Source: an optimization exercise on an open RTL-to-GDS flow (aim: small area and a short achievable clock period). Production flows keep margins and buffers that such runs may drop. In this exercise RTL edits were held to simulation tests only and were not proved equivalent to the original. No activity file was given, so power comes from the tool's default toggle rates.

### flow/config.mk
export PLATFORM = sky130hd
export DESIGN_NAME = gomoku_core
export DESIGN_NICKNAME = gomoku_core
export VERILOG_FILES = /design/flow/design.v
export SDC_FILE = /design/flow/constraint.sdc
export NUM_CORES = 4
export LEC_CHECK = 0
export CAP_MARGIN = 20
export CORE_MARGIN = 2
export CORE_UTILIZATION = 40
export SLEW_MARGIN = 20
### flow/constraint.sdc
create_clock -name core_clock -period 12.0 [get_ports {clk}]
set_input_delay 2.4000 -clock core_clock [delete_from_list [all_inputs] [get_ports {clk}]]
set_output_delay 2.4000 -clock core_clock [all_outputs]
set_load 0.01 [all_outputs]
### flow/design.v
`default_nettype none
package gomoku_pkg;
    localparam int BOARD_N = 16;
    localparam int WIN_LEN = 5;       
    typedef logic [3:0] coord_t;      
    typedef logic [3:0] key_code_t;   
    localparam key_code_t KEY_UP    = 4'd6;   
    localparam key_code_t KEY_DOWN  = 4'd4;   
    localparam key_code_t KEY_LEFT  = 4'd2;   
    localparam key_code_t KEY_RIGHT = 4'd8;   
    localparam key_code_t KEY_PLACE = 4'd5;   
endpackage
`default_nettype wire
`timescale 1ns/1ns
`default_nettype none
import gomoku_pkg::*;
module key_event_filter (
    input  wire                   clk,
    input  wire                   rst,
    input  wire                   raw_valid,   
    input  gomoku_pkg::key_code_t raw_code,
    output logic                  k_place,     
    output logic                  k_vert,      
    output logic                  k_horz,      
    output logic                  k_inc        
);
    logic [2:0] idle_cnt;
    logic       press;
    assign press = raw_valid && idle_cnt[2] && idle_cnt[1];
    always_ff @(posedge clk or negedge rst) begin
        if (!rst) begin
            idle_cnt <= 3'd7;
            k_place  <= 1'b0;
            k_vert   <= 1'b0;
            k_horz   <= 1'b0;
        end else begin
            if (raw_valid)            idle_cnt <= 3'd0;
            else if (idle_cnt != 3'd7) idle_cnt <= idle_cnt + 3'd1;
            k_place <= press && (raw_code == KEY_PLACE);
            k_vert  <= press && (raw_code == KEY_UP   || raw_code == KEY_DOWN);
            k_horz  <= press && (raw_code == KEY_LEFT || raw_code == KEY_RIGHT);
        end
    end
    always_ff @(posedge clk) begin
        k_inc <= (raw_code == KEY_DOWN) || (raw_code == KEY_RIGHT);
    end
endmodule
`default_nettype wire
`timescale 1ns/1ns
`default_nettype none
import gomoku_pkg::*;
module game_ctrl (
    input  wire                clk,
    input  wire                rst,
    input  wire                k_place,
    input  wire                k_vert,
    input  wire                k_horz,
    input  wire                k_inc,
    input  wire                btn,           
    input  wire                occ_cur,       
    input  wire                win,           
    output logic               place_en,      
    output logic               fill,          
    output logic               pl,            
    output gomoku_pkg::coord_t cursor_row,
    output gomoku_pkg::coord_t cursor_col,
    output logic [1:0]         current_player,
    output logic [1:0]         place_result,
    output logic               game_over,
    output logic [1:0]         winner
);
    logic btn_prev;    
    logic judge;       
    logic play;
    logic confirm;
    logic step;
    assign play    = !place_en && !judge && !game_over;
    assign confirm = (btn_prev && !btn) || k_place;
    assign step    = play && !confirm;
    assign pl      = current_player[1];
    assign fill    = current_player[1] ^ place_en;
    always_ff @(posedge clk or negedge rst) begin
        if (!rst) begin
            btn_prev       <= 1'b1;
            place_en       <= 1'b0;
            judge          <= 1'b0;
            cursor_row     <= '0;
            cursor_col     <= '0;
            current_player <= 2'b01;
            place_result   <= 2'b00;
            game_over      <= 1'b0;
            winner         <= 2'b00;
        end else begin
            btn_prev <= btn;
            place_en <= play && confirm && !occ_cur;
            judge    <= place_en;
            if (play && confirm)
                place_result <= occ_cur ? 2'b10 : 2'b01;
            else if (step && (k_vert || k_horz))
                place_result <= 2'b00;
            if (step && k_vert) begin
                if (k_inc) begin
                    if (cursor_row != 4'd15) cursor_row <= cursor_row + 4'd1;
                end else begin
                    if (cursor_row != 4'd0)  cursor_row <= cursor_row - 4'd1;
                end
            end
            if (step && k_horz) begin
                if (k_inc) begin
                    if (cursor_col != 4'd15) cursor_col <= cursor_col + 4'd1;
                end else begin
                    if (cursor_col != 4'd0)  cursor_col <= cursor_col - 4'd1;
                end
            end
            if (judge) begin
                if (win) begin
                    game_over <= 1'b1;
                    winner    <= current_player;
                end else begin
                    current_player <= {current_player[0], current_player[1]};
                end
            end
        end
    end
endmodule
`default_nettype wire
`timescale 1ns/1ns
`default_nettype none
import gomoku_pkg::*;
module board_mem (
    input  wire                clk,
    input  wire                rst,
    input  wire                we,          
    input  gomoku_pkg::coord_t row,
    input  gomoku_pkg::coord_t col,
    input  wire                fill,        
    output logic               occ_cur,     
    output logic [255:0]       color        
);
    logic [255:0] occ;
    logic [15:0]  rsel;
    logic [15:0]  csel;
    always_comb begin
        for (int i = 0; i < 16; i++) begin
            rsel[i] = we && (row == 4'(i));
            csel[i] = (col == 4'(i));
        end
    end
    for (genvar i = 0; i < 256; i++) begin : g_cell
        logic occ_n;
        assign occ_n = occ[i] || (rsel[i / 16] && csel[i % 16]);
        always_ff @(posedge clk or negedge rst) begin
            if (!rst) occ[i] <= 1'b0;
            else      occ[i] <= occ_n;
        end
        always_ff @(posedge clk) begin
            if (!occ_n) color[i] <= fill;
        end
    end
    assign occ_cur = occ[{row, col}];
endmodule
`default_nettype wire
`timescale 1ns/1ns
`default_nettype none
import gomoku_pkg::*;
module five_row_checker (
    input  wire  [255:0]       color,
    input  gomoku_pkg::coord_t row,
    input  gomoku_pkg::coord_t col,
    input  wire                pl,         
    output logic               win
);
    logic [3:0]  kd;      
    logic [3:0]  ka;      
    logic [15:0] vh, vv, vd, va;
    logic [11:0] md, ma;  
    assign kd = col - row;
    assign ka = col + row;
    always_comb begin
        for (int i = 0; i < 16; i++) begin
            vh[i] = color[{row, 4'(i)}] ~^ pl;
            vv[i] = color[{4'(i), col}] ~^ pl;
            vd[i] = color[{4'(i), 4'(kd + 4'(i))}] ~^ pl;
            va[i] = color[{4'(i), 4'(ka - 4'(i))}] ~^ pl;
        end
        for (int s = 0; s < 12; s++) begin
            md[s] = (kd != 4'd0) && (5'(16 - kd) >= 5'(s + 1)) && (5'(16 - kd) <= 5'(s + 4));
            ma[s] = (ka != 4'd15) && (ka >= 4'(s)) && (ka <= 4'(s + 3));
        end
    end
    logic fh, fv, fd, fa;
    always_comb begin
        fh = 1'b0;
        fv = 1'b0;
        fd = 1'b0;
        fa = 1'b0;
        for (int s = 0; s < 12; s++) begin
            fh = fh | (&vh[s +: 5]);
            fv = fv | (&vv[s +: 5]);
            fd = fd | (&vd[s +: 5] & !md[s]);
            fa = fa | (&va[s +: 5] & !ma[s]);
        end
    end
    assign win = fh || fv || fd || fa;
endmodule
`default_nettype wire
`timescale 1ns/1ns
`default_nettype none
import gomoku_pkg::*;
module gomoku_core (
    input  wire                   clk,
    input  wire                   rst,
    input  wire                   raw_valid,
    input  gomoku_pkg::key_code_t raw_code,
    input  wire                   btn,
    output gomoku_pkg::coord_t    cursor_row,
    output gomoku_pkg::coord_t    cursor_col,
    output logic [1:0]            current_player,
    output logic [1:0]            place_result,
    output logic                  game_over,
    output logic [1:0]            winner
);
    logic         k_place, k_vert, k_horz, k_inc;
    logic         place_en, fill, pl, occ_cur, win;
    logic [255:0] color;
    key_event_filter u_key_filter (
        .clk       (clk),
        .rst       (rst),
        .raw_valid (raw_valid),
        .raw_code  (raw_code),
        .k_place   (k_place),
        .k_vert    (k_vert),
        .k_horz    (k_horz),
        .k_inc     (k_inc)
    );
    game_ctrl u_game_ctrl (
        .clk            (clk),
        .rst            (rst),
        .k_place        (k_place),
        .k_vert         (k_vert),
        .k_horz         (k_horz),
        .k_inc          (k_inc),
        .btn            (btn),
        .occ_cur        (occ_cur),
        .win            (win),
        .place_en       (place_en),
        .fill           (fill),
        .pl             (pl),
        .cursor_row     (cursor_row),
        .cursor_col     (cursor_col),
        .current_player (current_player),
        .place_result   (place_result),
        .game_over      (game_over),
        .winner         (winner)
    );
    board_mem u_board_mem (
        .clk     (clk),
        .rst     (rst),
        .we      (place_en),
        .row     (cursor_row),
        .col     (cursor_col),
        .fill    (fill),
        .occ_cur (occ_cur),
        .color   (color)
    );
    five_row_checker u_checker (
        .color (color),
        .row   (cursor_row),
        .col   (cursor_col),
        .pl    (pl),
        .win   (win)
    );
endmodule
`default_nettype wire
### flow/run.sh
#!/bin/bash
# synth_recipe.tcl (not shown) runs the flow's synth.tcl, then flattens the netlist and writes it again
# the make line also repeats each setting of config.mk as NAME=value (left out here)
make -C /OpenROAD-flow-scripts/flow DESIGN_CONFIG=/design/flow/config.mk WORK_HOME=/design/flow/orfs CLKGATE_MAP_FILE= SYNTH_SCRIPT=/design/flow/synth_recipe.tcl finish
==> metrics.md, run 1 <==
| Metric | Value |
|---|---|
| Worst Hold Class | reg -> reg |
| ANT nets after route | 0 |
| PD cells | about 130 mW/mm² |
| Syn Nets | about 2.3k |
| #FFs+latches synth | around 540 |
| Worst reg2reg path depth | 14 |
| CP max stage cell | ha_4 |
| Starting Density | around two fifths |
| Total die area | between 0.07 and 0.08 mm² |
| Cell Chain, Critical Path | inv_1 > ha_4 > inv_2 > ha_1 > xnor2_2 > mux4_2 > mux2i_1 > or3_1 > o22ai_1 > and3_1 > a311oi_1 > nand4_2 > o21ai_2 > mux2_1 |
| Final instance area | between 0.03 and 0.04 mm² |
| Total CTS buffers | 57 |
| Netlist Area Pre-Place | roughly 0.03 mm² |
| Relative slew slack | -8.19% |
| H-Tree Depth | 2 |
| GRT overflow | 0 |
| Vias per Instance | about 6.6 |
| Cell row count | 100 |
| Clock slew seen by the registers of the worst setup and hold paths | roughly 0.07 ns |
| DRC | 0 |
| Antenna violations before repair | 7 |
| I/O Pins | 23 |
| Yosys top cell area share | between 20% and 30% |
| Core region area | 0.0744 mm² |
| SO Viols | slew limit |
| Largest net degree at the start of global routing | about 260 |
| Setup bufs post-CTS | 0 |
| Syn Inst Count | between 2k and 2.5k |
| Filler cell count | roughly 6.5k |
| Tmin final | between 6 and 7 ns |
| Critical path type | reg -> reg |
| Sum Neg Setup Slack | 0 ns |
| EDFF count, synth | about 260 |
| Clock buffer depth | 3 |
| Critical Path End Type | flip-flop |
| Worst-Margin Slew | about 1.6 ns |
| Cell variety after synth | 82 |
| Hold slack final | between 0.4 and 0.5 ns |
| Ys async rst share | a little over half |
| Resize count post-CTS | 0 |
| HPWL Detailed | ~75 mm |
| Syn_area_per_cell | ~14 µm² |
| Sequential area share after synthesis | slightly below 50% |
| Hold buffers post-CTS | 0 |
| Multi-input logic area | 0.0137 mm² |
| Routability congestion estimate | a little over 1 |
| Top cells by area, synth | edfxtp_1 26%, mux4_2 25%, dfrtp_1 23%, a21oi_1 4.7%, inv_1 3.4% |
| CP Depth | 14 |
| Chip height | 278 µm |
| Hold depth | 2 |
| Status | failed layout checks |
| First-pass GRT wire length | about 160 mm |
| TritonCTS clock tree | done |
| Area grow syn2layout | 10.3% |
| Drt wl/cell | approximately 34 µm |
| Detailed Route Iter0 Violations | roughly 3k |
| Period utilization | between 50% and 60% |
| Vias in the first global route | roughly 21k |
| Setup violations, final | 0 |
| Worst EP arrival | slightly above 7 ns |
| Post-DP Area | approximately 0.031 mm² |
| Max FO, Critical Path | slightly above 50 |
| Fmax | ~0.15 GHz |
| Leak | about 15 nW |
| Crit path max-delay family | adder cells |
| RSZ-0062 raised after global routing | false |
| Data required time at the worst endpoint | 12.51 ns |
| Layout cell share with drive strength beyond 1 | between 20% and 30% |
| Clk Latency, worst-skew pair | slightly above 0.6 ns |
| Register area | between 0.01 and 0.015 mm² |
| Warnings, synthesis | 4 |
| Startpoint Class | flip-flop |
| Largest area contributor in the netlist | edfxtp_1 |
| Vias | around 21k |
| Final Skew | 0.0253 ns |
| 1st-pass router iterations | 5 |
| Chip Width | 278 µm |
| # clock sinks | 537 |
| Max Slew Vio Count | 110 |
| Final hold vios | 0 |
| Ys flop type | dfrtp_1 |
| Max VDD drop | 0.0000956 V |
| GRT Total Usage | between 20 and 30% |
| Total Wirelength | ~110 mm |
| PortBufs | 22 |
| Clock root buffer master | clkbuf_16 |
| Number of max-cap violations | 0 |
| Critical path's largest stage delay | 0.90 ns |
| Buf+Inv Stages, Crit Path | 2 |
| # nets final | 2,224 |
[report_power, final]
group / total (W) / internal [W] / switching, W / leakage [nW]
sequential: 0.00207 / 0.00198 / 0.0000850 / 7.01
clock: 0.00181 / 0.00106 / 0.000753 / 0.930
combinational: 0.000481 / 0.000206 / 0.000274 / 7.28
total: 0.00436 / 0.00325 / 0.00111 / 15.2
[synthesized netlist by cell type, types with 9 or more instances]
| master | count |
|---|---|
| a21oi_1 | 282 |
| a22oi_1 | 45 |
| mux4_2 | 333 |
| nor3_1 | 23 |
| buf_2 | 35 |
| nor2_1 | 58 |
| edfxtp_1 | 256 |
| clkbuf_1 | 98 |
| mux2i_1 | 96 |
| nand4_1 | 10 |
| o211ai_1 | 10 |
| xnor2_1 | 17 |
| o21ai_0 | 27 |
| and2_1 | 15 |
| buf_1 | 21 |
| nand2_1 | 76 |
| nor4_1 | 13 |
| nand3_1 | 30 |
| xnor3_1 | 12 |
| dfrtp_1 | 275 |
| ha_1 | 38 |
| inv_1 | 271 |
| and3_1 | 9 |
[worst register-to-register path, stage by stage (launching register included)]
cell,delay [ns]
dfrtp_4,0.79
inv_1,0.28
ha_4,0.90
inv_2,0.54
ha_1,0.52
xnor2_2,0.74
mux4_2,0.59
mux2i_1,0.46
or3_1,0.23
o22ai_1,0.08
and3_1,0.17
a311oi_1,0.31
nand4_2,0.16
o21ai_2,0.35
mux2_1,0.35
[routing by layer]
metal | wire length (µm) | GRT usage [%] | vias up
li1 | - | - | 8374
met1 | 42000 | 38.0 | 10900
met2 | 48500 | 42.3 | 1422
met3 | 11300 | 7.23 | 274
met4 | 5610 | 13.2 | 6
met5 | 41 | 0 | -
[per-stage QoR]
step	power [W]	cells	utilization, %	setup WS, ns
5_1_grt	0.00449	3192	44.5	5.04
3_5_place_dp	0.00257	3086	41.9	5.42
2_1_floorplan	0.00238	2215	-	2.71
3_3_place_gp	0.00257	3086	41.9	5.60
4_1_cts	0.00438	3192	44.5	5.40
6_report	0.00436	3196	44.5	5.42
[cell families after synthesis]
kind of cell	share of synthesized area, %
flip-flops	49.0
AO/OA/AOI/OAI	8.66
buffers and inverters	5.75
multiplexers	28.4
AND/OR/NAND/NOR	4.55
XOR/XNOR	1.90
adder cells (fa/ha/maj)	1.71
[sequential cells by signal, summed over array words and instances, names as in the netlist]
register	count
u_board_mem.color	256
u_board_mem.occ	256
u_game_ctrl.cursor_col	4
u_game_ctrl.cursor_row	4
u_key_filter.idle_cnt	3
u_game_ctrl.current_player	2
u_game_ctrl.place_result	2
u_game_ctrl.winner	2
u_game_ctrl.btn_prev	1
u_game_ctrl.game_over	1
u_game_ctrl.judge	1
u_game_ctrl.place_en	1
u_key_filter.k_horz	1
u_key_filter.k_inc	1
u_key_filter.k_place	1
u_key_filter.k_vert	1
[path summary, 6_finish.rpt]
check                                               start                         to  slack, ns
min in group asynchronous                             rst       u_board_mem.occ[219]       1.77
worst max-delay path            u_game_ctrl.cursor_col[0]      u_game_ctrl.winner[1]       5.42
worst min-delay path                 u_board_mem.occ[110]       u_board_mem.occ[110]       0.47
max in group asynchronous                             rst  u_game_ctrl.cursor_col[1]       7.99
worst max register to register  u_game_ctrl.cursor_col[0]      u_game_ctrl.winner[1]       5.42
worst min register to register       u_board_mem.occ[110]       u_board_mem.occ[110]       0.47
[cell type report]
cell class	instances	share of cell area (%)
diodes	4	0.0302
clock buffers	77	4.68
clock inverters	29	1.06
inverters	280	3.17
multi-input cells	1237	41.3
flip-flops and latches	537	44.4
well taps	969	3.66
repair buffers	63	1.64
[layout by cell type (no fill, tap or decap), drive strengths merged, types with 4 or more instances in the layout]
cell,netlist,routed
clkdlybuf4s50,0,21
a32oi,4,4
edfxtp,256,256
nor3,23,23
a31oi,8,8
a211oi,4,4
buf,63,42
bufinv,0,7
nor2,59,59
dfrtp,275,275
inv,276,280
diode,0,4
nand2b,7,7
nor4,13,13
nand2,76,76
mux2i,96,96
nor2b,8,8
or3,7,7
xnor3,12,12
o221ai,7,7
o22ai,8,8
a221oi,5,5
xor2,6,6
clkbuf,98,77
nand4,11,11
a22oi,45,45
dfstp,5,5
a21oi,282,282
mux2,8,8
xnor2,22,22
and2,22,22
ha,38,38
and3,9,9
clkinv,4,20
mux4,333,333
a21o,6,6
o21ai,30,30
o211ai,10,10
nand3,30,30
==> inputs of run 2 (changes only) <==
--- a/flow/design.v
+++ b/flow/design.v
@@ -157,13 +157,24 @@
             if (!occ_n) color[i] <= fill;
         end
     end
-    assign occ_cur = occ[{row, col}];
+    logic [15:0] orow;
+    always_comb begin
+        for (int r = 0; r < 16; r++) begin
+            orow[r] = 1'b0;
+            for (int c = 0; c < 16; c++)
+                orow[r] = orow[r] | ((col == 4'(c)) & occ[{4'(r), 4'(c)}]);
+        end
+        occ_cur = 1'b0;
+        for (int r = 0; r < 16; r++)
+            occ_cur = occ_cur | ((row == 4'(r)) & orow[r]);
+    end
 endmodule
 `default_nettype wire
 `timescale 1ns/1ns
 `default_nettype none
 import gomoku_pkg::*;
 module five_row_checker (
+    input  wire                clk,
     input  wire  [255:0]       color,
     input  gomoku_pkg::coord_t row,
     input  gomoku_pkg::coord_t col,
@@ -172,16 +183,38 @@
 );
     logic [3:0]  kd;      
     logic [3:0]  ka;      
+    always_ff @(posedge clk) begin
+        kd <= col - row;
+        ka <= col + row;
+    end
+    logic [15:0] sr, sc, sd, sa;
+    always_comb begin
+        for (int i = 0; i < 16; i++) begin
+            sr[i] = (row == 4'(i));
+            sc[i] = (col == 4'(i));
+            sd[i] = (kd  == 4'(i));
+            sa[i] = (ka  == 4'(i));
+        end
+    end
     logic [15:0] vh, vv, vd, va;
     logic [11:0] md, ma;  
-    assign kd = col - row;
-    assign ka = col + row;
     always_comb begin
         for (int i = 0; i < 16; i++) begin
-            vh[i] = color[{row, 4'(i)}] ~^ pl;
-            vv[i] = color[{4'(i), col}] ~^ pl;
-            vd[i] = color[{4'(i), 4'(kd + 4'(i))}] ~^ pl;
-            va[i] = color[{4'(i), 4'(ka - 4'(i))}] ~^ pl;
+            logic eh, ev, ed, ea;
+            eh = 1'b0;
+            ev = 1'b0;
+            ed = 1'b0;
+            ea = 1'b0;
+            for (int k = 0; k < 16; k++) begin
+                eh = eh | (sr[k] & color[{4'(k), 4'(i)}]);
+                ev = ev | (sc[k] & color[{4'(i), 4'(k)}]);
+                ed = ed | (sd[k] & color[{4'(i), 4'(k + i)}]);
+                ea = ea | (sa[k] & color[{4'(i), 4'(k - i)}]);
+            end
+            vh[i] = eh ~^ pl;
+            vv[i] = ev ~^ pl;
+            vd[i] = ed ~^ pl;
+            va[i] = ea ~^ pl;
         end
         for (int s = 0; s < 12; s++) begin
             md[s] = (kd != 4'd0) && (5'(16 - kd) >= 5'(s + 1)) && (5'(16 - kd) <= 5'(s + 4));
@@ -264,6 +297,7 @@
         .color   (color)
     );
     five_row_checker u_checker (
+        .clk   (clk),
         .color (color),
         .row   (cursor_row),
         .col   (cursor_col),
--- a/flow/config.mk
+++ b/flow/config.mk
@@ -5,7 +5,7 @@
 export SDC_FILE = /design/flow/constraint.sdc
 export NUM_CORES = 4
 export LEC_CHECK = 0
-export CAP_MARGIN = 20
+export CAP_MARGIN = 40
 export CORE_MARGIN = 2
 export CORE_UTILIZATION = 40
-export SLEW_MARGIN = 20
+export SLEW_MARGIN = 40
==> run 2 against run 1 <==
Now clean on timing, DRC and antenna; utilization is essentially flat; global-route usage up 14 points; synthesized cell count rose by 34%; flip-flop and latch count increased by 7; clock-buffer cell count rose by 3; clock skew decreased by 0.0024 ns; critical endpoint is now u_game_ctrl.winner[0].
==> metrics.md, run 2 <==
| Metric | Value |
|---|---|
| Startpoint Class | flip-flop |
| Worst EP arrival | 6.64 ns (-0.44 ns) |
| Period utilization | 51.0% (-3.8 points) |
| Flop pwr share | 47.3% (about the same) |
| Setup WS pre-CTS | 6.13 ns (+0.711 ns) |
| Vias | 28.8k (+37%) |
| Routability congestion estimate | 1.15 (+14%) |
| Hold depth | 2 (unchanged) |
| Sequential area share after synthesis | 49.6% (+0.59 points) |
| Max VDD drop | 0.000118 V (+24%) |
| Synth Area in Simple Gates | 9.54% (+5.0 points) |
| Warnings, synthesis | 4 (unchanged) |
| Starting Density | 40.3% (about the same) |
| Setup violations, final | 0 (unchanged) |
| Ys async rst share | 51.5% (-0.67 points) |
| Top cells by area, synth | edfxtp_1 26%, dfrtp_1 23%, a21oi_1 5.9%, a22oi_1 4.0%, inv_1 3.6% |
| Cell Chain, Critical Path | inv_1 > ha_2 > buf_4 > nor2b_1 > and2_2 > buf_4 > a221oi_1 > nand4_1 > nor3_1 > nand3_1 > o31ai_1 > a21o_1 > a2111oi_2 > a41o_1 > mux2_1 |
| Syn Nets | 3,007 (+33%) |
| CP max stage cell | ha_2 |
| Chip height | 278 µm (-0.12%) |
| Post-synthesis mux area share | 5.21% (-23 points) |
| Post-DP Area | 0.0312 mm² (about the same) |
| Vias in the first global route | 26.7k (+28%) |
| Data required time at the worst endpoint | 12.52 ns (about the same) |
| HPWL Detailed | 118 mm (+56%) |
| Setup bufs post-CTS | 0 (unchanged) |
| Largest area contributor in the netlist | edfxtp_1 |
| Ys flop type | dfrtp_1 |
| Clock power frac | 38.8% (-2.8 points) |
| Critical path's largest stage delay | 0.75 ns (-0.15 ns) |
| RSZ-0062 raised after global routing | false |
| Detailed Route Iter0 Violations | 5,276 (+74%) |
| PD cells | 137 mW/mm² (+4.4%) |
| Cell variety after synth | 92 (+12%) |
| Synth Area in Compound Gates | 26.5% (+18 points) |
| Chip Width | 278 µm (-0.12%) |
| Top flop regs | u_board_mem.color (256), u_board_mem.occ (256) |
| Fmax | 0.163 GHz (+7.5%) |
| Number of max-cap violations | 0 (unchanged) |
| EDFF count, synth | 256 (unchanged) |
| Core region area | 0.0743 mm² (-0.17%) |
| Hold buffers post-CTS | 0 (unchanged) |
| Total Wirelength | 165 mm (+54%) |
| Final hold vios | 0 (unchanged) |
| Clock buffer depth | 3 (unchanged) |
| Syn_area_per_cell | 10.1 µm² (-26%) |
| PortBufs | 22 (unchanged) |
| Syn Inst Count | 2,975 (+34%) |
| Total die area | 0.0772 mm² (-0.24%) |
| Drt wl/cell | 42.3 µm (+26%) |
| Layout cell share with drive strength beyond 1 | 10.8% (-12 points) |
| # nets final | 2,920 (+31%) |
| #FFs+latches synth | 544 (+1.3%) |
| Largest net degree at the start of global routing | 99 (-61%) |
| Clk Latency, worst-skew pair | 0.65 ns (+0.03 ns) |
| Worst Hold Class | reg -> reg |
| Worst setup margin | 5.88 ns (+0.456 ns) |
| Clock root buffer master | clkbuf_16 |
| Antenna violations before repair | 12 (+5) |
| Leak | 14.8 nW (-2.6%) |
| TritonCTS clock tree | done |
| Power Total | 0.00455 W (+4.3%) |
| Total CTS buffers | 56 (-1.8%) |
| I/O Pins | 23 (unchanged) |
| Status | timing/DRC/antenna clean |
| Worst-Margin Slew | 0.996 ns (-0.627 ns) |
| Max Slew Vio Count | 0 (-100%) |
| Adder-Cell Fraction of Synth Area | 1.05% (-0.66 points) |
| Most common library cells after synthesis | 354 x a21oi_1, 285 x inv_1, 275 x dfrtp_1 |
| Sum Neg Setup Slack | 0 ns (unchanged) |
| Final Skew | 0.0229 ns (-0.00235 ns) |
| Area grow syn2layout | 10.5% |
| Xor/xnor share of the synthesized area | 0.759% (-1.1 points) |
| Most common cell after layout, fill and taps aside | a21oi_1 |
| Critical path type | reg -> reg |
| ANT nets after route | 0 (unchanged) |
| H-Tree Depth | 2 (unchanged) |
| Max FO, Critical Path | 32 (-37%) |
| Most used cell, CP | buf_4 |
| Final instance area | 0.0331 mm² (about the same) |
| Most frequent cell after synthesis | a21oi_1 |
| Net Sw Power | 0.00135 W (+22%) |
| Vias per Instance | 7.36 (+12%) |
| Yosys top cell area share | 25.6% (+0.062 points) |
| 1st-pass router iterations | 9 (+4) |
| Worst reg2reg path depth | 15 (+1) |
| Relative slew slack | 33.5% (+42 points) |
| Hold slack final | 0.473 ns (+0.00189 ns) |
| Tmin final | 6.12 ns (-0.456 ns) |
| Largest family of logic cells by synthesized area | compound AO/OA/AOI/OAI gates |
| Resize count post-CTS | 0 (unchanged) |
| Most frequent cells in the layout | 353 x a21oi_1, 285 x inv_1, 270 x dfrtp_1 |
| Critical Path End Type | flip-flop |
| Cell row count | 100 (unchanged) |
| Int Pwr | 0.00320 W (-1.6%) |
| Clock slew seen by the registers of the worst setup and hold paths | 0.07 ns (about the same) |
| DRC | 0 (unchanged) |
| # clock sinks | 544 (+1.3%) |
| Sw frac | 29.7% (+4.2 points) |
| Comb pwr share | 13.8% (+2.8 points) |
| GRT overflow | 0 (unchanged) |
| First-pass GRT wire length | 227 mm (+46%) |
| Netlist Area Pre-Place | 0.0300 mm² (-0.24%) |
| GRT Total Usage | 42.2% (+14 points) |
## run 2: path summary, 6_finish.rpt
| kind | startpoint | slack [ns] | endpoint |
|---|---|---|---|
| worst max-delay path | u_game_ctrl.cursor_col[1] | 5.88 | u_game_ctrl.winner[0] |
| worst min-delay path | u_board_mem.occ[255] | 0.47 | u_board_mem.occ[255] |
| worst max register to register | u_game_ctrl.cursor_col[1] | 5.88 | u_game_ctrl.winner[0] |
| worst min register to register | u_board_mem.occ[255] | 0.47 | u_board_mem.occ[255] |
| max in group asynchronous | rst | 8.48 | u_board_mem.occ[50] |
| min in group asynchronous | rst | 1.77 | u_board_mem.occ[139] |
## run 2: stage by stage
step                util (%)  instances
CTS                     44.5       3902
detailed placement      42.0       3796
floorplan                  -       2975
global placement        41.9       3794
global route            44.6       3905
finish                  44.6       3912
## run 2: logic make-up after synthesis
kind of cell	count (synthesis)
buffers and inverters	549
XOR/XNOR	26
flip-flops	544
AO/OA/AOI/OAI	1136
AND/OR/NAND/NOR	555
multiplexers	141
adder cells (fa/ha/maj)	24
## run 2: area by class of cell
class / count / area [µm²]
inverter: 291 / 1090
clock inverter: 26 / 275
sequential: 544 / 14900
antenna: 7 / 17.5
timing repair buffer: 113 / 953
clock buffer: 80 / 1580
multi-input combinational: 1882 / 13100
fill: 7052 / 41200
tap: 969 / 1210
## run 2: layer usage
layer  part of all wire (%)  wire length (µm)  up-vias  global-route usage (%)
met5                  0.043                71        -                       0
met4                    7.2             11900       10                    24.7
met3                     13             21800      558                    13.4
met2                     40             66700     2478                    58.8
met1                     39             65000    14500                    57.2
li1                       -                 -    11200                       -
## run 2: critical path, delay by kind of cell (launching register included)
family                     cells  cell delay, ns
and+or+nand+nor                5            1.72
muxes                          1            0.33
adders and majority gates      1            0.75
AOI/OAI and AO/OA              5            1.37
DFF                            1            0.49
buffers and inverters          3            1.23
## run 2: power by group through the flow
stage / registers [W] / clock network [W] / logic (W)
6_report: 0.00215 / 0.00177 / 0.000629
3_5_place_dp: 0.00218 / 0 / 0.000585
2_1_floorplan: 0.00209 / 0 / 0.000334
4_1_cts: 0.00214 / 0.00180 / 0.000587
5_1_grt: 0.00215 / 0.00187 / 0.000638
3_3_place_gp: 0.00218 / 0 / 0.000583
==> inputs of run 3 (changes only) <==
--- a/flow/config.mk
+++ b/flow/config.mk
@@ -5,7 +5,7 @@
 export SDC_FILE = /design/flow/constraint.sdc
 export NUM_CORES = 4
 export LEC_CHECK = 0
-export CAP_MARGIN = 40
+export CAP_MARGIN = 20
 export CORE_MARGIN = 2
 export CORE_UTILIZATION = 40
-export SLEW_MARGIN = 40
+export SLEW_MARGIN = 50
==> run 3 against run 2 <==
Still clean on timing, DRC and antenna; sequential share of layout area fell by 0.44 points; wire length fell by 0.27%; clock-buffer cell count rose by 1; clock skew decreased by 0.0012 ns; worst setup slack improved by 0.21 ns; area after synthesis did not move; critical endpoint unchanged; highest routed layer unchanged.
==> metrics.md, run 3 <==
| Metric | Value |
|---|---|
| Filler cell count | 7,049 (-0.043%) |
| Cell variety after synth | 92 (unchanged) |
| Startpoint Class | flip-flop |
| #FFs+latches synth | 544 (unchanged) |
| Syn_area_per_cell | 10.1 µm² (unchanged) |
| PortBufs | 22 (unchanged) |
| Syn Nets | 3,007 (unchanged) |
| Clock slew seen by the registers of the worst setup and hold paths | 0.07 ns (about the same) |
| Area grow syn2layout | 11.6% |
| Net Sw Power | 0.00136 W (+0.88%) |
| HPWL Detailed | 118 mm (+0.37%) |
| Most frequent cell after synthesis | a21oi_1 |
| Register area | 0.0149 mm² (unchanged) |
| Core region area | 0.0743 mm² (unchanged) |
| Int Pwr | 0.00319 W (-0.18%) |
| Critical path type | reg -> reg |
| Worst setup margin | 6.09 ns (+0.208 ns) |
| Top cells by area, synth | edfxtp_1 26%, dfrtp_1 23%, a21oi_1 5.9%, a22oi_1 4.0%, inv_1 3.6% |
| Worst-Margin Slew | 0.895 ns (-0.100 ns) |
| Fmax | 0.169 GHz (+3.5%) |
| Clk Latency, worst-skew pair | 0.65 ns (about the same) |
| Routability congestion estimate | 1.15 (unchanged) |
| # nets final | 2,932 (+0.41%) |
| Vias per Instance | 7.35 (about the same) |
| Setup WS pre-CTS | 6.12 ns (-0.0118 ns) |
| Warnings, synthesis | 4 (unchanged) |
| Final Skew | 0.0217 ns (-0.00124 ns) |
| H-Tree Depth | 2 (unchanged) |
| Resize count post-CTS | 0 (unchanged) |
| Comb pwr share | 14.3% (+0.5 points) |
| Most frequent cells in the layout | 350 x a21oi_1, 282 x inv_1, 270 x dfrtp_1 |
| Hold buffers post-CTS | 0 (unchanged) |
| Multi-input logic area | 0.0132 mm² (+0.85%) |
| Crit path max-delay family | simple AND/OR/NAND/NOR gates |
| Status | timing/DRC/antenna clean |
| Ys flop type | dfrtp_1 |
| Most common cell after layout, fill and taps aside | a21oi_1 |
| PD cells | 136 mW/mm² (-0.85%) |
| Total die area | 0.0772 mm² (unchanged) |
| Critical Path End Type | flip-flop |
| Ys async rst share | 51.5% (unchanged) |
| Cell row count | 100 (unchanged) |
| Clock power frac | 38.6% (-0.2 points) |
| Vias in the first global route | 27.0k (+0.95%) |
| Most used cell, CP | buf_4 |
| Max FO, Critical Path | 32 (unchanged) |
| Buf+Inv Stages, Crit Path | 3 (unchanged) |
| Largest net degree at the start of global routing | 99 (unchanged) |
| TritonCTS clock tree | done |
| # clock sinks | 544 (unchanged) |
| Setup bufs post-CTS | 0 (unchanged) |
| DRC | 0 (unchanged) |
| Relative slew slack | 39.7% (+6.2 points) |
| Chip height | 278 µm (unchanged) |
| Final hold vios | 0 (unchanged) |
| Top flop regs | u_board_mem.color (256), u_board_mem.occ (256) |
| Vias | 28.8k (+0.20%) |
| GRT Total Usage | 42.0% (-0.16 points) |
| I/O Pins | 23 (unchanged) |
| Most common library cells after synthesis | 354 x a21oi_1, 285 x inv_1, 275 x dfrtp_1 |
| Critical path's largest stage delay | 0.74 ns (about the same) |
| Clock buffer depth | 3 (unchanged) |
| Chip Width | 278 µm (unchanged) |
| GRT overflow | 0 (unchanged) |
| ANT nets after route | 0 (unchanged) |
| Clock root buffer master | clkbuf_16 |
| Sw frac | 29.9% (+0.22 points) |
| Total Wirelength | 165 mm (-0.27%) |
| Total CTS buffers | 56 (unchanged) |
| Number of max-cap violations | 0 (unchanged) |
| Flop pwr share | 47.1% (-0.2 points) |
| Starting Density | 40.3% (unchanged) |
| Detailed Route Iter0 Violations | 5,682 (+7.7%) |
| Leak | 14.9 nW (+0.65%) |
| Tmin final | 5.91 ns (-0.208 ns) |
| Worst Hold Class | reg -> reg |
| Sequential area share after synthesis | 49.6% (unchanged) |
| Antenna violations before repair | 14 (+2) |
| EDFF count, synth | 256 (unchanged) |
| RSZ-0062 raised after global routing | false |
| First-pass GRT wire length | 226 mm (-0.21%) |
| Period utilization | 49.3% (-1.7 points) |
| Sum Neg Setup Slack | 0 ns (unchanged) |
| Yosys top cell area share | 25.6% (unchanged) |
| Layout cell share with drive strength beyond 1 | 12.0% (+1.2 points) |
| Max Slew Vio Count | 0 (unchanged) |
| Data required time at the worst endpoint | 12.52 ns (about the same) |
| Drt wl/cell | 42.1 µm (-0.50%) |
| CP max stage cell | nor2b_1 |
| Worst EP arrival | 6.44 ns (-0.20 ns) |
| Setup violations, final | 0 (unchanged) |
| Max VDD drop | 0.000124 V (+5.0%) |
| Largest area contributor in the netlist | edfxtp_1 |
| Netlist Area Pre-Place | 0.0300 mm² (unchanged) |
| Cell Chain, Critical Path | inv_1 > ha_4 > buf_4 > nor2b_1 > and2_2 > buf_4 > a221oi_1 > nand4_1 > nor3_1 > nand3_1 > o31ai_1 > a21o_1 > a2111oi_2 > a41o_1 > mux2_1 |
| 1st-pass router iterations | 9 (unchanged) |
| Syn Inst Count | 2,975 (unchanged) |
[run 3: routing by layer]
layer	routed length, µm	up-vias	track usage (%)
met1	65200	14600	57.8
li1	-	11200	-
met2	66300	2439	57.8
met5	57	-	0
met4	11800	8	24.8
met3	21600	537	13.1
[run 3: final cells by class]
cell class              count  share of cell area (%)
flip-flops and latches    544                    44.5
multi-input cells        1882                    39.5
well taps                 969                    3.62
repair buffers            125                    3.51
inverters                 291                    3.26
diodes                      4                  0.0299
clock inverters            25                   0.673
clock buffers              81                    4.89
[run 3: kinds of logic after synthesis]
family	Yosys count	share of synthesized area [%]
AO/OA/AOI/OAI	1136	26.5
AND/OR/NAND/NOR	555	9.54
buffers and inverters	549	7.39
flip-flops	544	49.6
multiplexers	141	5.21
XOR/XNOR	26	0.759
adder cells (fa/ha/maj)	24	1.05
[run 3: path summary, 6_finish.rpt]
| check | start | slack [ns] | depth (start not counted) | end |
|---|---|---|---|---|
| setup reg to reg | u_game_ctrl.cursor_col[1] | 6.09 | 15 | u_game_ctrl.winner[0] |
| hold / removal | u_board_mem.occ[115] | 0.47 | 2 | u_board_mem.occ[115] |
| hold reg to reg | u_board_mem.occ[115] | 0.47 | 2 | u_board_mem.occ[115] |
| setup / recovery | u_game_ctrl.cursor_col[1] | 6.09 | 15 | u_game_ctrl.winner[0] |
| max in group asynchronous | rst | 8.85 | 4 | u_board_mem.occ[50] |
| min in group asynchronous | rst | 1.63 | 1 | u_key_filter.k_place |
[run 3: per-stage QoR]
step           instances  util (%)  hold WS, ns  total power (W)  instance area [µm²]
2_1_floorplan       2975         -        0.352          0.00242                30000
3_3_place_gp        3794      41.9        0.455          0.00276                31100
3_5_place_dp        3806      42.3        0.463          0.00277                31400
4_1_cts             3912      44.8        0.478          0.00452                33300
5_1_grt             3917      45.0        0.496          0.00465                33500
6_report            3921      45.0        0.474          0.00456                33500
[run 3: tightest hold or removal path, cell delays in order (launching register included)]
cell,delay [ns]
dfrtp_1,0.34
a21oi_1,0.06
inv_1,0.05
[run 3: power by group through the flow]
stage | sequential, W | combinational (W) | clock (W)
4_1_cts | 0.00214 | 0.000596 | 0.00178
3_3_place_gp | 0.00218 | 0.000583 | 0
3_5_place_dp | 0.00218 | 0.000594 | 0
6_report | 0.00215 | 0.000651 | 0.00176
5_1_grt | 0.00214 | 0.000659 | 0.00185
2_1_floorplan | 0.00209 | 0.000334 | 0
==> inputs of run 4 (changes only) <==
--- a/flow/design.v
+++ b/flow/design.v
@@ -137,9 +137,14 @@
     output logic               occ_cur,     
     output logic [255:0]       color        
 );
-    logic [255:0] occ;
+    logic [255:0] empty;      
+    logic         pend;       
     logic [15:0]  rsel;
     logic [15:0]  csel;
+    always_ff @(posedge clk or negedge rst) begin
+        if (!rst) pend <= 1'b1;
+        else      pend <= 1'b0;
+    end
     always_comb begin
         for (int i = 0; i < 16; i++) begin
             rsel[i] = we && (row == 4'(i));
@@ -147,27 +152,26 @@
         end
     end
     for (genvar i = 0; i < 256; i++) begin : g_cell
-        logic occ_n;
-        assign occ_n = occ[i] || (rsel[i / 16] && csel[i % 16]);
-        always_ff @(posedge clk or negedge rst) begin
-            if (!rst) occ[i] <= 1'b0;
-            else      occ[i] <= occ_n;
-        end
+        logic empty_n;
+        assign empty_n = (empty[i] || pend) && !(rsel[i / 16] && csel[i % 16]);
         always_ff @(posedge clk) begin
-            if (!occ_n) color[i] <= fill;
+            empty[i] <= empty_n;
+            if (empty_n) color[i] <= fill;
         end
     end
-    logic [15:0] orow;
+    logic [15:0] erow;
+    logic        empty_cur;
     always_comb begin
         for (int r = 0; r < 16; r++) begin
-            orow[r] = 1'b0;
+            erow[r] = 1'b0;
             for (int c = 0; c < 16; c++)
-                orow[r] = orow[r] | ((col == 4'(c)) & occ[{4'(r), 4'(c)}]);
+                erow[r] = erow[r] | ((col == 4'(c)) & empty[{4'(r), 4'(c)}]);
         end
-        occ_cur = 1'b0;
+        empty_cur = 1'b0;
         for (int r = 0; r < 16; r++)
-            occ_cur = occ_cur | ((row == 4'(r)) & orow[r]);
+            empty_cur = empty_cur | ((row == 4'(r)) & erow[r]);
     end
+    assign occ_cur = !(empty_cur || pend);
 endmodule
 `default_nettype wire
 `timescale 1ns/1ns
@@ -183,17 +187,15 @@
 );
     logic [3:0]  kd;      
     logic [3:0]  ka;      
-    always_ff @(posedge clk) begin
-        kd <= col - row;
-        ka <= col + row;
-    end
     logic [15:0] sr, sc, sd, sa;
-    always_comb begin
+    assign kd = col - row;
+    assign ka = col + row;
+    always_ff @(posedge clk) begin
         for (int i = 0; i < 16; i++) begin
-            sr[i] = (row == 4'(i));
-            sc[i] = (col == 4'(i));
-            sd[i] = (kd  == 4'(i));
-            sa[i] = (ka  == 4'(i));
+            sr[i] <= (row == 4'(i));
+            sc[i] <= (col == 4'(i));
+            sd[i] <= (kd  == 4'(i));
+            sa[i] <= (ka  == 4'(i));
         end
     end
     logic [15:0] vh, vv, vd, va;
@@ -217,8 +219,12 @@
             va[i] = ea ~^ pl;
         end
         for (int s = 0; s < 12; s++) begin
-            md[s] = (kd != 4'd0) && (5'(16 - kd) >= 5'(s + 1)) && (5'(16 - kd) <= 5'(s + 4));
-            ma[s] = (ka != 4'd15) && (ka >= 4'(s)) && (ka <= 4'(s + 3));
+            md[s] = 1'b0;
+            ma[s] = 1'b0;
+            for (int k = 12 - s; k <= 15 - s; k++)
+                if (k != 0) md[s] = md[s] | sd[k];
+            for (int k = s; k <= s + 3; k++)
+                if (k != 15) ma[s] = ma[s] | sa[k];
         end
     end
     logic fh, fv, fd, fa;
==> run 4 against run 3 <==
Sequential power rose by 13%; critical path type unchanged; hold slack improved by 0.0063 ns; still clean on timing, DRC and antenna; global-route usage increased by 3.4 points; design area is 9.5% lower; clock skew is essentially flat; flip-flop and latch count is 58 higher; via count shrank 10%; critical path depth decreased by 3; wire length is 1.5% lower; combinational power is 54% lower.
==> metrics.md, run 4 <==
| Metric | Value |
|---|---|
| Status | timing/DRC/antenna clean |
| Vias per Instance | 7.87 (+7.0%) |
| Hold buffers post-CTS | 0 (unchanged) |
| Sum Neg Setup Slack | 0 ns (unchanged) |
| Syn Nets | 2,476 (-18%) |
| #FFs+latches synth | 602 (+11%) |
| Final hold vios | 0 (unchanged) |
| First-pass GRT wire length | 216 mm (-4.8%) |
| HPWL Detailed | 117 mm (-1.0%) |
| Critical path's largest stage delay | 0.64 ns (-0.10 ns) |
| Syn Inst Count | 2,449 (-18%) |
| Fmax | 0.207 GHz (+22%) |
| Syn_area_per_cell | 11.1 µm² (+10%) |
| Top cells by area, synth | edfxtp_1 28%, dfxtp_1 24%, a22o_1 6.5%, a221oi_1 6.4%, o22a_1 6.2% |
| Layout cell share with drive strength beyond 1 | 9.96% (-2.0 points) |
| Total die area | 0.0701 mm² (-9.2%) |
| RSZ-0062 raised after global routing | false |
| Antenna violations before repair | 4 (-10) |
| Relative slew slack | 48.3% (+8.6 points) |
| Max Slew Vio Count | 0 (unchanged) |
| Largest area contributor in the netlist | edfxtp_1 |
| Most frequent cells in the layout | 305 x dfxtp_1, 256 x edfxtp_1, 213 x a22oi_1 |
| Vias | 25.9k (-10%) |
| Inst Count DP | 3,168 (-17%) |
| Leak | 10.6 nW (-29%) |
| Crit path max-delay family | simple AND/OR/NAND/NOR gates |
| Sequential area share after synthesis | 54.2% (+4.7 points) |
| Detailed Route Iter0 Violations | 5,339 (-6.0%) |
| Starting Density | 40.4% (+0.066 points) |
| Yosys top cell area share | 28.3% (+2.6 points) |
| Cell row count | 95 (-5.0%) |
| Final instance area | 0.0303 mm² (-9.5%) |
| Area grow syn2layout | 11.4% |
| GRT overflow | 0 (unchanged) |
| Netlist Area Pre-Place | 0.0272 mm² (-9.3%) |
| Most common library cells after synthesis | 321 x dfxtp_1, 256 x edfxtp_1, 213 x a22oi_1 |
| CP max stage cell | nand2_1 |
| Ys flop type | dfxtp_1 |
| Chip Width | 265 µm (-4.7%) |
| Worst-Margin Slew | 0.776 ns (-0.119 ns) |
| Finished Layout Cells | 3,286 (-16%) |
| PD cells | 154 mW/mm² (+13%) |
| Chip height | 265 µm (-4.7%) |
| # clock sinks | 602 (+11%) |
| Clk Latency, worst-skew pair | 0.65 ns (about the same) |
| Warnings, synthesis | 4 (unchanged) |
| Setup bufs post-CTS | 0 (unchanged) |
| Vias in the first global route | 23.6k (-12%) |
| Max VDD drop | 0.000114 V (-8.4%) |
| Post-DP Area | 0.0283 mm² (-10%) |
| Setup violations, final | 0 (unchanged) |
| Buf+Inv Stages, Crit Path | 2 (-1) |
| Critical path type | reg -> reg |
| Largest net degree at the start of global routing | 134 (+35%) |
| Worst Hold Class | reg -> reg |
| Total CTS buffers | 61 (+8.9%) |
| 1st-pass router iterations | 8 (-1) |
| Most common cell after layout, fill and taps aside | dfxtp_1 |
| Cell variety after synth | 73 (-21%) |
| Cell Chain, Critical Path | inv_1 > ha_1 > nand2_1 > clkinv_2 > a22oi_1 > nand4_1 > o21ai_0 > and4_1 > nand4_1 > nor4_1 > nor2_1 > a21o_1 |
| Number of max-cap violations | 0 (unchanged) |
| GRT Total Usage | 45.5% (+3.4 points) |
| # nets final | 2,386 (-19%) |
| Worst EP arrival | 5.38 ns (-1.06 ns) |
| Period utilization | 40.3% (-9.0 points) |
| Clock slew seen by the registers of the worst setup and hold paths | 0.06 ns (about the same) |
| ANT nets after route | 0 (unchanged) |
| PortBufs | 22 (unchanged) |
| H-Tree Depth | 2 (unchanged) |
| Startpoint Class | flip-flop |
| Data required time at the worst endpoint | 12.54 ns (+0.02 ns) |
| I/O Pins | 23 (unchanged) |
| Most used cell, CP | nand4_1 |
| Tmin final | 4.84 ns (-1.07 ns) |
| Total Wirelength | 163 mm (-1.5%) |
| Critical Path End Type | flip-flop |
| Routability congestion estimate | 1.15 (+0.48%) |
| Top flop regs | u_board_mem.color (256), u_board_mem.empty (256) |
| Clock root buffer master | clkbuf_16 |
| Most frequent cell after synthesis | dfxtp_1 |
| TritonCTS clock tree | done |
| Clock buffer depth | 3 (unchanged) |
| Resize count post-CTS | 0 (unchanged) |
| Filler cell count | 6,165 (-13%) |
| Drt wl/cell | 49.5 µm (+18%) |
| Core region area | 0.0673 mm² (-9.5%) |
| Max FO, Critical Path | 17 (-47%) |
| Final Skew | 0.0218 ns (+0.000126 ns) |
| Ys async rst share | 4.15% (-47 points) |
| EDFF count, synth | 256 (unchanged) |
| DRC | 0 (unchanged) |
-- run 4: cell types whose count changed in the layout (fill, tap and decap cells not counted), moves of 55 or more --
cell / previous run / this run
a21oi_1: 350 / 85
a221oi_1: 114 / 197
a22o_1: 74 / 202
a22oi_1: 158 / 213
dfrtp_1: 270 / 17
dfxtp_1: 2 / 305
inv_1: 282 / 23
mux2i_1: 92 / 7
nand2_1: 152 / 81
nor2_1: 67 / 130
o21ai_0: 100 / 31
o22a_1: 5 / 194
-- run 4: layout make-up --
class	count	area, µm²	area share (%)
diodes	3	7.51	0.0248
clock buffers	83	1640	5.41
flip-flops and latches	602	14800	48.8
clock inverters	31	345	1.14
well taps	873	1090	3.61
multi-input cells	1555	11400	37.5
inverters	35	138	0.454
repair buffers	104	923	3.05
-- run 4: metal layers --
layer | wire, µm | track usage (%) | up-vias
met3 | 26800 | 22.7 | 644
met2 | 62600 | 61.1 | 2591
met4 | 11400 | 23.6 | 6
met5 | 184 | 1.87 | -
met1 | 61700 | 59.2 | 12900
li1 | - | - | 9765
-- run 4: kinds of logic (layout without fill, tap and decap cells) --
family          count (synthesis)  in the layout  synth area share, %
compound gates                992            992                 29.3
xor+xnor                       26             26                0.838
fa+ha+maj                      19             19                0.930
buf+inv                       292            253                 4.32
flops                         602            602                 54.2
mux                            21             21                0.879
other cells                     1              4               0.0138
simple gates                  496            496                 9.52
-- run 4: path summary, 6_finish.rpt --
path | startpoint | to | slack (ns) | cells past startpoint
worst max-delay path | u_game_ctrl.cursor_col[1] | u_game_ctrl.place_result[0] | 7.16 | 12
worst min-delay path | u_game_ctrl.place_result[0] | u_game_ctrl.place_result[0] | 0.48 | 1
worst max register to register | u_game_ctrl.cursor_col[1] | u_game_ctrl.place_result[0] | 7.16 | 12
worst min register to register | u_game_ctrl.place_result[0] | u_game_ctrl.place_result[0] | 0.48 | 1
max in group asynchronous | rst | u_game_ctrl.cursor_col[2] | 9.44 | 2
min in group asynchronous | rst | u_game_ctrl.cursor_col[3] | 2.17 | 2
-- run 4: power by group --
| group | total, W | internal [W] | switching, W |
|---|---|---|---|
| Clock | 0.00194 | 0.00109 | 0.000851 |
| Sequential | 0.00242 | 0.00221 | 0.000206 |
| Combinational | 0.000298 | 0.0000924 | 0.000205 |
-- run 4: through the flow --
step | util (%) | setup WS, ns | hold slack [ns] | total power [W]
2_1_floorplan | - | 2.92 | 0.352 | 0.00248
3_3_place_gp | 41.7 | 7.05 | 0.480 | 0.00271
4_1_cts | 45.0 | 7.34 | 0.485 | 0.00462
5_1_grt | 45.0 | 7.08 | 0.507 | 0.00474
6_report | 45.0 | 7.16 | 0.481 | 0.00466
3_5_place_dp | 42.0 | 7.34 | 0.469 | 0.00272
==> inputs of run 5 (changes only) <==
--- a/flow/design.v
+++ b/flow/design.v
@@ -64,6 +64,8 @@
     output logic               pl,            
     output gomoku_pkg::coord_t cursor_row,
     output gomoku_pkg::coord_t cursor_col,
+    output logic [15:0]        row_oh,        
+    output logic [15:0]        col_oh,        
     output logic [1:0]         current_player,
     output logic [1:0]         place_result,
     output logic               game_over,
@@ -86,6 +88,8 @@
             judge          <= 1'b0;
             cursor_row     <= '0;
             cursor_col     <= '0;
+            row_oh         <= 16'd1;
+            col_oh         <= 16'd1;
             current_player <= 2'b01;
             place_result   <= 2'b00;
             game_over      <= 1'b0;
@@ -100,16 +104,28 @@
                 place_result <= 2'b00;
             if (step && k_vert) begin
                 if (k_inc) begin
-                    if (cursor_row != 4'd15) cursor_row <= cursor_row + 4'd1;
+                    if (!row_oh[15]) begin
+                        cursor_row <= cursor_row + 4'd1;
+                        row_oh     <= row_oh << 1;
+                    end
                 end else begin
-                    if (cursor_row != 4'd0)  cursor_row <= cursor_row - 4'd1;
+                    if (!row_oh[0]) begin
+                        cursor_row <= cursor_row - 4'd1;
+                        row_oh     <= row_oh >> 1;
+                    end
                 end
             end
             if (step && k_horz) begin
                 if (k_inc) begin
-                    if (cursor_col != 4'd15) cursor_col <= cursor_col + 4'd1;
+                    if (!col_oh[15]) begin
+                        cursor_col <= cursor_col + 4'd1;
+                        col_oh     <= col_oh << 1;
+                    end
                 end else begin
-                    if (cursor_col != 4'd0)  cursor_col <= cursor_col - 4'd1;
+                    if (!col_oh[0]) begin
+                        cursor_col <= cursor_col - 4'd1;
+                        col_oh     <= col_oh >> 1;
+                    end
                 end
             end
             if (judge) begin
@@ -131,8 +147,8 @@
     input  wire                clk,
     input  wire                rst,
     input  wire                we,          
-    input  gomoku_pkg::coord_t row,
-    input  gomoku_pkg::coord_t col,
+    input  wire  [15:0]        row_oh,      
+    input  wire  [15:0]        col_oh,      
     input  wire                fill,        
     output logic               occ_cur,     
     output logic [255:0]       color        
@@ -147,8 +163,8 @@
     end
     always_comb begin
         for (int i = 0; i < 16; i++) begin
-            rsel[i] = we && (row == 4'(i));
-            csel[i] = (col == 4'(i));
+            rsel[i] = we && row_oh[i];
+            csel[i] = col_oh[i];
         end
     end
     for (genvar i = 0; i < 256; i++) begin : g_cell
@@ -165,11 +181,11 @@
         for (int r = 0; r < 16; r++) begin
             erow[r] = 1'b0;
             for (int c = 0; c < 16; c++)
-                erow[r] = erow[r] | ((col == 4'(c)) & empty[{4'(r), 4'(c)}]);
+                erow[r] = erow[r] | (col_oh[c] & empty[{4'(r), 4'(c)}]);
         end
         empty_cur = 1'b0;
         for (int r = 0; r < 16; r++)
-            empty_cur = empty_cur | ((row == 4'(r)) & erow[r]);
+            empty_cur = empty_cur | (row_oh[r] & erow[r]);
     end
     assign occ_cur = !(empty_cur || pend);
 endmodule
@@ -182,18 +198,20 @@
     input  wire  [255:0]       color,
     input  gomoku_pkg::coord_t row,
     input  gomoku_pkg::coord_t col,
+    input  wire  [15:0]        row_oh,
+    input  wire  [15:0]        col_oh,
     input  wire                pl,         
     output logic               win
 );
     logic [3:0]  kd;      
     logic [3:0]  ka;      
     logic [15:0] sr, sc, sd, sa;
+    assign sr = row_oh;
+    assign sc = col_oh;
     assign kd = col - row;
     assign ka = col + row;
     always_ff @(posedge clk) begin
         for (int i = 0; i < 16; i++) begin
-            sr[i] <= (row == 4'(i));
-            sc[i] <= (col == 4'(i));
             sd[i] <= (kd  == 4'(i));
             sa[i] <= (ka  == 4'(i));
         end
@@ -262,6 +280,7 @@
     logic         k_place, k_vert, k_horz, k_inc;
     logic         place_en, fill, pl, occ_cur, win;
     logic [255:0] color;
+    logic [15:0]  row_oh, col_oh;
     key_event_filter u_key_filter (
         .clk       (clk),
         .rst       (rst),
@@ -287,6 +306,8 @@
         .pl             (pl),
         .cursor_row     (cursor_row),
         .cursor_col     (cursor_col),
+        .row_oh         (row_oh),
+        .col_oh         (col_oh),
         .current_player (current_player),
         .place_result   (place_result),
         .game_over      (game_over),
@@ -296,8 +317,8 @@
         .clk     (clk),
         .rst     (rst),
         .we      (place_en),
-        .row     (cursor_row),
-        .col     (cursor_col),
+        .row_oh  (row_oh),
+        .col_oh  (col_oh),
         .fill    (fill),
         .occ_cur (occ_cur),
         .color   (color)
@@ -307,6 +328,8 @@
         .color (color),
         .row   (cursor_row),
         .col   (cursor_col),
+        .row_oh(row_oh),
+        .col_oh(col_oh),
         .pl    (pl),
         .win   (win)
     );
==> flow/flow/run.sh (new file) <==
#!/bin/bash
# Standard synthesis and layout, with timing repair asked to leave setup slack
# of MARGIN ns at the design's clock period (the SDC is the standard flow's, unchanged).
set -euo pipefail
MARGIN=8.3
bash standard.sh synth > synth.log 2>&1
bash standard.sh SETUP_SLACK_MARGIN=$MARGIN SLEW_MARGIN=50 finish > layout.log 2>&1
==> flow/standard.sh (new file) <==
#!/bin/bash
# synth_recipe.tcl (not shown) runs the flow's synth.tcl, then flattens the netlist and writes it again
# the make line also repeats each setting of config.mk as NAME=value (left out here)
make -C /OpenROAD-flow-scripts/flow DESIGN_CONFIG=/design/flow/config.mk WORK_HOME=/design/flow/orfs CLKGATE_MAP_FILE= SYNTH_SCRIPT=/design/flow/synth_recipe.tcl "${@:-finish}"
--- a/flow/config.mk
+++ b/flow/config.mk
@@ -8,4 +8,6 @@
 export CAP_MARGIN = 20
 export CORE_MARGIN = 2
 export CORE_UTILIZATION = 40
+export CTS_BUF_LIST = sky130_fd_sc_hd__clkbuf_4 sky130_fd_sc_hd__clkbuf_8
+export CTS_CLUSTER_SIZE = 30
 export SLEW_MARGIN = 50
removed: flow/run.sh
==> run 5 against run 4 <==
Still clean; non-clock buffer count grew 9; clock skew is 0.0087 ns higher; via count shrank 1.6%; clock-buffer cell count up 75; global-route usage shrank 11 points; synthesized cell count rose by 8.5%; total power shrank 6.2%; critical endpoint is now current_player[1]; largest cell class unchanged; largest power group unchanged.
==> metrics.md, run 5 <==
| Metric | Value |
|---|---|
| Vias per Instance | 7.04 (-11%) |
| Worst Hold Class | reg -> reg |
| # clock sinks | 602 (unchanged) |
| R2r startpoint | u_game_ctrl.col_oh[14] |
| Chip height | 267 µm (+1.0%) |
| Status | timing/DRC/antenna clean |
| Worst-Margin Slew | 0.809 ns (+0.0330 ns) |
| Antenna violations before repair | 9 (+5) |
| Largest net degree at the start of global routing | 126 (-6.0%) |
| Clock buffer depth | 3 (unchanged) |
| Starting Density | 40.4% (about the same) |
| Worst reg2reg path depth | 10 (-2) |
| # nets final | 2,619 (+9.8%) |
| Ys async rst share | 9.47% (+5.3 points) |
| Yosys top cell area share | 27.7% (-0.56 points) |
| Top flop regs | u_board_mem.color (256), u_board_mem.empty (256) |
| Drt wl/cell | 34.3 µm (-31%) |
| Area grow syn2layout | 12.1% |
| Total CTS buffers | 97 (+59%) |
| TritonCTS clock tree | done |
| PortBufs | 22 (unchanged) |
| Chip Width | 267 µm (+1.0%) |
| DRC | 0 (unchanged) |
| First-pass GRT wire length | 175 mm (-19%) |
| Total Wirelength | 124 mm (-24%) |
| GRT overflow | 0 (unchanged) |
| PD cells | 141 mW/mm² (-8.6%) |
| #FFs+latches synth | 602 (unchanged) |
| Clock root buffer master | clkbuf_8 |
| ANT nets after route | 0 (unchanged) |
| Syn Inst Count | 2,658 (+8.5%) |
| GRT Total Usage | 34.0% (-11 points) |
| Most frequent cell after synthesis | nor2_1 |
| Critical path type | reg -> out |
| Leak | 11.2 nW (+5.8%) |
| 1st-pass router iterations | 10 (+2) |
| Final Skew | 0.0305 ns (+0.00872 ns) |
| Final hold vios | 0 (unchanged) |
| Critical Path End Type | output port |
| HPWL Detailed | 82.0 mm (-30%) |
| Cell row count | 96 (+1.1%) |
| Clk Latency, worst-skew pair | 0.73 ns (+0.08 ns) |
| Tmin final | 3.79 ns (-1.05 ns) |
| Max FO, Critical Path | 2 (-15) |
| Worst Setup EP | current_player[1] |
| Most frequent cells in the layout | 316 x nor2_1, 288 x dfxtp_1, 277 x a21oi_1 |
| I/O Pins | 23 (unchanged) |
| Cell variety after synth | 81 (+11%) |
| Capturing point of the worst reg2reg path | u_game_ctrl.place_result[0] |
| Vias in the first global route | 24.3k (+2.7%) |
| EDFF count, synth | 256 (unchanged) |
| Hold buffers post-CTS | 0 (unchanged) |
| Total die area | 0.0715 mm² (+2.0%) |
| Netlist Area Pre-Place | 0.0277 mm² (+2.0%) |
| Top cells by area, synth | edfxtp_1 28%, dfxtp_1 21%, a22o_1 7.3%, a221oi_1 7.0%, a22oi_1 5.7% |
| Period utilization | 31.6% (-8.8 points) |
| Most common cell after layout, fill and taps aside | nor2_1 |
| Number of max-cap violations | 0 (unchanged) |
| Critical path's largest stage delay | 0.42 ns (-0.22 ns) |
| H-Tree Depth | 3 (+1) |
| Layout cell share with drive strength beyond 1 | 14.2% (+4.2 points) |
| Relative slew slack | 46.1% (-2.2 points) |
| Fmax | 0.264 GHz (+28%) |
| Sequential area share after synthesis | 53.7% (-0.49 points) |
| Data required time at the worst endpoint | 9.60 ns (-2.94 ns) |
| Max VDD drop | 0.000107 V (-5.8%) |
| Cell Chain, Critical Path | buf_12 > buf_6 |
| Startpoint Class | flip-flop |
| Detailed Route Iter0 Violations | 4,850 (-9.2%) |
| Post-DP Area | 0.0286 mm² (+1.3%) |
| Core region area | 0.0686 mm² (+1.9%) |
| Ys flop type | dfxtp_1 |
| Setup violations, final | 0 (unchanged) |
| Routability congestion estimate | 1.07 (-6.8%) |
| Warnings, synthesis | 4 (unchanged) |
| Largest area contributor in the netlist | edfxtp_1 |
| Vias | 25.4k (-1.6%) |
| Max Slew Vio Count | 0 (unchanged) |
| Worst setup margin | 8.21 ns (+1.05 ns) |
| Setup WS pre-CTS | 7.41 ns (+0.0727 ns) |
| Syn Nets | 2,682 (+8.3%) |
| Clock slew seen by the registers of the worst setup and hold paths | 0.06 ns (about the same) |
| Worst EP arrival | 1.39 ns (-3.99 ns) |
| RSZ-0062 raised after global routing | true |
| Syn_area_per_cell | 10.4 µm² (-6.0%) |
| CP max stage cell | dfrtp_2 |
| R2R Setup Slk | 8.31 ns (+1.15 ns) |
| Setup crit start | u_game_ctrl.current_player[1] |
| Sum Neg Setup Slack | 0 ns (unchanged) |
| Final instance area | 0.0311 mm² (+2.7%) |
| Most common library cells after synthesis | 320 x nor2_1, 289 x dfxtp_1, 279 x a21oi_1 |
==> run 5: cell count changes in the layout (fill, tap and decap cells not counted), moves of 17 or more <==
cell / before / now
o22a_1: 194 / 1
a21oi_1: 85 / 277
nor2_1: 130 / 316
clkbuf_8: 4 / 128
clkbuf_16: 61 / 0
clkbuf_4: 1 / 31
a22o_1: 202 / 231
a221oi_1: 197 / 222
dfrtp_2: 1 / 22
o21ai_0: 31 / 52
clkbuf_1: 19 / 0
buf_6: 1 / 18
dfxtp_1: 305 / 288
==> run 5: stage by stage <==
step	hold slack (ns)	cells	power, W	utilization, %
CTS	0.510	3608	0.00438	45.3
global route	0.529	3611	0.00449	45.3
floorplan	0.460	2658	0.00235	-
finish	0.504	3614	0.00437	45.3
global placement	0.491	3407	0.00246	41.5
detailed placement	0.498	3410	0.00246	41.7
==> run 5: worst min-delay path by stage <==
stage,start,endpoint,slack [ns],cells after the start
floorplan,u_game_ctrl.place_en,u_game_ctrl.judge,0.46,0
global placement,u_board_mem.empty[165],u_board_mem.empty[165],0.49,2
detailed placement,u_board_mem.empty[178],u_board_mem.empty[178],0.50,2
CTS,u_board_mem.empty[252],u_board_mem.empty[252],0.51,2
global route,u_board_mem.empty[245],u_board_mem.empty[245],0.53,2
finish,u_board_mem.empty[252],u_board_mem.empty[252],0.50,2
==> run 5: cells by family (layout without fill, tap and decap cells) <==
kind of cell	count (synthesis)	count (layout)	share of synthesized area, %
adders and majority gates	16	16	0.830
muxes	12	12	0.496
other	1	5	0.0135
AOI/OAI and AO/OA	1063	1063	28.4
xor gates and xnor gates	24	24	0.758
buffers and inverters	293	314	4.71
DFF	602	602	53.7
and+or+nand+nor	647	647	11.1
==> run 5: layout make-up <==
type / instances / area (µm²)
flip-flops and latches: 602 / 15000
diodes: 4 / 10.0
multi-input cells: 1763 / 11600
well taps: 931 / 1160
fillers: 6346 / 37500
clock inverters: 25 / 208
inverters: 18 / 67.6
clock buffers: 158 / 1980
repair buffers: 113 / 1050
==> run 5: worst max-delay path: cells and delay by family (launching register included) <==
kind                   cells  cell delay [ns]
buffers and inverters      2             0.24
flip-flops                 1             0.42
==> run 5: per-layer routing <==
metal,up-vias,global-route usage (%),wire length (µm)
met5,-,0.277,56
met4,8,17.1,6990
met3,519,11.2,15400
met2,2061,50.2,52600
met1,12500,44.6,48900
li1,10300,-,-
==> run 5: power breakdown <==
group / internal [W] / leakage [nW] / total [W] / switching [W]
registers: 0.00217 / 6.18 / 0.00226 / 0.0000820
logic: 0.0000603 / 3.87 / 0.000187 / 0.000126
clock network: 0.00109 / 1.16 / 0.00193 / 0.000835
total: 0.00333 / 11.2 / 0.00437 / 0.00104
==> run 5: what timing repair did <==
action | 4_1_cts | 5_1_grt
buffers inserted | 13 | 2
gates resized for setup | 97 | 11
setup endpoints to repair | 31 | 26
gates cloned | 2 | 0

[what the ideal ports hide]
The flow's constraints put no driver on any port. The routed layouts listed below were extracted and timed again, unchanged, in two steps. Step 1 assumes that a clkbuf_16 drives the clock port and a buf_2 every other input. Step 2, shift: input delay + t, output delay - t, t = (earliest + latest rising clock arrival at the registers) / 2. This alone moves slack from input paths to output paths. a / b / c = no drivers / after step 1 / after step 2; a / b = the first two.
run	t, ns	setup WS [ns]	hold WS [ns]	clock arrival spread, ns	worst slew at a driven data input, ns
run 1	0.680	5.424 / 5.424 / 5.424	0.471 / 0.471 / 0.471	0.031 / 0.032	0.05
run 2	0.710	5.880 / 5.880 / 5.880	0.473 / 0.473 / 0.473	0.023 / 0.023	0.05
run 3	0.707	6.088 / 6.088 / 6.088	0.474 / 0.474 / 0.474	0.022 / 0.022	0.05
run 4	0.714	7.162 / 7.162 / 7.162	0.481 / 0.481 / 0.481	0.026 / 0.026	0.05
run 5	0.776	8.214 / 8.158 / 7.651	0.504 / 0.504 / 0.504	0.034 / 0.035	0.04
The setup slack of run 5, which loses most, moves by -0.056 ns with the drivers and by -0.563 ns with both steps.
